From an optimization exercise on the open Yosys and OpenROAD flow, aimed at small area and a short achievable clock period; shortcuts taken in it are not production practice.
Where RTL was checked, it was by simulation tests only, not by an equivalence proof against the original.
The flow treats the clock pin as an ideal source, which a real chip does not have.
Power and IR drop assume default switching activity.

== the previous run ==
==> module life_data, before the edit <==
module life_data (
    input  logic        clk,
    input  logic        reset,
    input  logic        install,    
    input  logic        first,      
    input  logic        first_in,   
    input  logic        flip_en,
    input  logic [3:0]  flip_d,     
    input  logic [3:0]  flip_x,
    output logic [15:0] disp_row    
);
    logic [15:0][15:0] brd;         
    logic [15:0]       new_row;     
    logic [15:0]       first_new;   
    logic [15:0]       col_sel;
    assign col_sel  = flip_en ? (16'b1 << flip_x) : 16'b0;
    assign disp_row = brd[15];
    always_ff @(posedge clk or negedge reset) begin
        if (!reset) begin
            brd <= '0;
        end else begin
            for (int i = 0; i < 16; i++) begin
                if (i == 14 && install) begin
                    brd[i] <= new_row;
                end else if (i == 15 && first_in) begin
                    brd[i] <= first_new;
                end else begin
                    brd[i] <= brd[(i + 1) % 16] ^ ((flip_d == 4'((i + 1) % 16)) ? col_sel : 16'b0);
                end
            end
        end
    end
    always_ff @(posedge clk) begin
        new_row <= life_pkg::life_row(brd[15], brd[0], brd[1]);
        if (first) begin
            first_new <= new_row;
        end
    end
endmodule
==> module life, before the edit <==
module life #(
    parameter int unsigned X         = 16,
    parameter int unsigned Y         = 16,
    parameter int unsigned LOG2X     = 4,
    parameter int unsigned LOG2Y     = 4,
    parameter int unsigned HIGH_BITS = 10
) (
    input  logic             clk,
    input  logic             reset,
    input  logic [life_pkg::KEY_W-1:0] keys,
    output logic [Y-1:0]     row,
    output logic [X-1:0]     col
);
    life_pkg::key_e       key_c;
    life_pkg::key_e       key_q;      
    logic                 sweep;      
    logic                 swap;       
    logic                 swap_q;     
    logic                 install_c;  
    logic [7:0]           k;          
    logic [LOG2X-1:0]     cx;         
    logic [LOG2Y-1:0]     cd;         
    logic                 run_mode;
    logic [HIGH_BITS-1:0] prescaler;
    logic                 scan_on;    
    logic             idle_c;
    logic             start_c;
    logic             edit_c;
    logic [X-1:0]     disp_row;
    assign key_c   = life_pkg::key_e'(keys);
    assign idle_c  = !sweep && !swap;
    assign start_c = idle_c && ((key_c == life_pkg::KEY_NEXT) || (run_mode && (&prescaler)));
    assign edit_c  = idle_c && (key_c != life_pkg::KEY_NEXT) && (key_c != life_pkg::KEY_RUN);
    always_ff @(posedge clk or negedge reset) begin
        if (!reset) begin
            sweep  <= 1'b0;
            swap   <= 1'b0;
            swap_q <= 1'b0;
        end else begin
            swap   <= sweep && (&k);
            swap_q <= swap;
            sweep  <= start_c || (sweep && !(&k));
        end
    end
    always_ff @(posedge clk) begin
        k <= sweep ? k + 1'b1 : 8'd0;
    end
    assign install_c = (sweep && (k[7:4] == 4'hf) && ((k[3:2] != 2'd0) || (&k[1:0]))) || swap || swap_q;
    always_ff @(posedge clk or negedge reset) begin
        if (!reset) begin
            key_q <= life_pkg::KEY_NONE;
            cx    <= '0;
            cd    <= '0;
        end else begin
            key_q <= edit_c ? key_c : life_pkg::KEY_NONE;
            cd    <= cd - 1'b1;
            case (key_q)
                life_pkg::KEY_UP:    cd <= cd - 2'd2;
                life_pkg::KEY_DOWN:  cd <= cd;
                life_pkg::KEY_LEFT:  cx <= cx - 1'b1;
                life_pkg::KEY_RIGHT: cx <= cx + 1'b1;
                default: ;
            endcase
        end
    end
    always_ff @(posedge clk or negedge reset) begin
        if (!reset) begin
            prescaler <= '0;
            run_mode  <= 1'b0;
        end else begin
            prescaler <= prescaler + 1'b1;
            if (key_c == life_pkg::KEY_RUN) begin
                run_mode <= ~run_mode;
            end
        end
    end
    always_ff @(posedge clk or negedge reset) begin
        if (!reset) begin
            scan_on <= 1'b0;
            row     <= '0;
        end else begin
            scan_on <= 1'b1;
            row     <= {row[Y-2:0], row[Y-1] | !scan_on};
        end
    end
    assign col = disp_row;
    life_data l_data (
        .clk      (clk),
        .reset    (reset),
        .install  (install_c),
        .first    (sweep && (k == 8'd242)),
        .first_in (swap_q),
        .flip_en  (key_q == life_pkg::KEY_FLIP),
        .flip_d   (cd),
        .flip_x   (cx),
        .disp_row (disp_row)
    );
endmodule
==> flow/config.mk <==
export PLATFORM = sky130hd
export DESIGN_NAME = life
export DESIGN_NICKNAME = life
export VERILOG_FILES = /design/flow/design.v
export SDC_FILE = /design/flow/constraint.sdc
export NUM_CORES = 4
export LEC_CHECK = 0
export CAP_MARGIN = 40
export CORE_MARGIN = 2
export CORE_UTILIZATION = 40
export CTS_CLUSTER_DIAMETER = 100
export CTS_CLUSTER_SIZE = 25
export SLEW_MARGIN = 40
==> flow/constraint.sdc <==
create_clock -name core_clock -period 9.0 [get_ports {clk}]
set_input_delay 1.8000 -clock core_clock [delete_from_list [all_inputs] [get_ports {clk}]]
set_output_delay 1.8000 -clock core_clock [all_outputs]
set_load 0.01 [all_outputs]
standard.sh (not shown) runs the stock make flow with config.mk's settings and CLKGATE_MAP_FILE= SYNTH_SCRIPT=/design/flow/synth_recipe.tcl, a recipe that flattens the netlist after the stock synthesis.
==> flow/flow/run.sh <==
#!/bin/bash
# Standard layout with the port buffers a buf_2 and a tighter setup margin for repair,
# and the clock tree's root buffer removed after clock tree synthesis.
set -euo pipefail
ARGS=(SETUP_SLACK_MARGIN=6.2 "BUFFER_PORTS_ARGS=-buffer_cell sky130_fd_sc_hd__buf_2")
bash standard.sh "${ARGS[@]}" cts > flow_to_cts.log 2>&1
UNROOT_ODB=orfs/results/sky130hd/life/base/4_cts.odb openroad -no_init -exit flow/unroot.tcl > unroot.log 2>&1
bash standard.sh "${ARGS[@]}" finish > flow_to_finish.log 2>&1
==> flow/flow/unroot.tcl <==
# Remove the clock tree's root buffer: the clock port then drives the tree's first-level
# buffers (two) directly, one buffer less on every register's clock path.
set odb_file $::env(UNROOT_ODB)
read_db $odb_file
set block [ord::get_db_block]
set clk_net [$block findNet clk]
set root ""
foreach iterm [$clk_net getITerms] {
    if {[$iterm isInputSignal]} {
        set root [$iterm getInst]
    }
}
if {$root == "" || [llength [$clk_net getITerms]] != 1} {
    puts "unroot: clock port does not drive a single root buffer; layout left as it is"
    exit 0
}
set out_net [[$root findITerm X] getNet]
set loads [$out_net getITerms]
puts "unroot: root [$root getName] drives [expr {[llength $loads] - 1}] buffers"
if {[llength $loads] - 1 > 4} {
    puts "unroot: too many first-level buffers; layout left as it is"
    exit 0
}
foreach iterm $loads {
    if {[$iterm getInst] != $root} {
        $iterm disconnect
        $iterm connect $clk_net
    }
}
[$root findITerm A] disconnect
[$root findITerm X] disconnect
odb::dbInst_destroy $root
odb::dbNet_destroy $out_net
write_db $odb_file
puts "unroot: done"
Edits applied to the flow inputs when going from the previous run to the current run:
-- flow/design.v --
<<< the previous run, line 29
    input  logic        install,    
    input  logic        first,      
    input  logic        first_in,   
    input  logic        flip_en,
    input  logic [3:0]  flip_d,     
>>> the current run, line 29
    input  logic        install,    
    input  logic        first,      
    input  logic        last,       
    input  logic        flip_en,
    input  logic [3:0]  flip_d,     
<<< the previous run, line 48
                if (i == 14 && install) begin
                    brd[i] <= new_row;
                end else if (i == 15 && first_in) begin
                    brd[i] <= first_new;
                end else begin
>>> the current run, line 48
                if (i == 14 && install) begin
                    brd[i] <= new_row;
                end else if (i == 15 && last) begin
                    brd[i] <= first_new;
                end else begin
<<< the previous run, line 154
        .install  (install_c),
        .first    (sweep && (k == 8'd242)),
        .first_in (swap_q),
        .flip_en  (key_q == life_pkg::KEY_FLIP),
        .flip_d   (cd),
>>> the current run, line 154
        .install  (install_c),
        .first    (sweep && (k == 8'd242)),
        .last     (swap_q),
        .flip_en  (key_q == life_pkg::KEY_FLIP),
        .flip_d   (cd),
Findings:
Across both runs, iteration count of the initial detailed-routing pass was higher for the current run than for the previous run. The current run ends up with a share of total power in sequential cells that is 0.5 points lower than in the previous run. Between the current run and the previous run, measured slew at the worst slew-check pin is higher for the previous run, the current run comes in under that. Delta (the current run minus the previous run): wire length of the first global-routing pass comparable, sequential share of cell area comparable. Compared to the previous run, the router laid down more metal wire for the current run. Looking at least setup slack across all paths after layout, the current run sits 0.0087 ns below the previous run.
The RTL of the current run was laid out without a check of its function.

[separate check: timing with driven ports]
No port has a modelled driver above. Below, the same layouts with a new extraction and two added sets of constraints.
Step 1: set_driving_cell puts a clkbuf_16 on clk and a buf_2 on each other input, an assumption about the parent block.
Step 2 also shifts input and output timing later by t, the mid clock arrival at the registers, as if the neighbouring blocks saw the same clock.
Three values: ideal, step 1, step 2; two values: the first two.
run | shift t [ns] | setup slack, ns | worst setup path after step 2 | worst data-port slew with drivers (ns) | cell pins on the clock port's net
the previous run | 0.439 | 6.229 / 6.166 / 6.120 | input, reset recovery | 0.05 | 2
the current run | 0.452 | 6.221 / 6.146 / 6.160 | input, reset recovery | 0.05 | 2
After both steps every run listed still meets setup and hold. For the previous run, which loses most, drivers alone change the setup slack by -0.063 ns; drivers and shift together by -0.109 ns. Setup slack includes reset recovery checks.
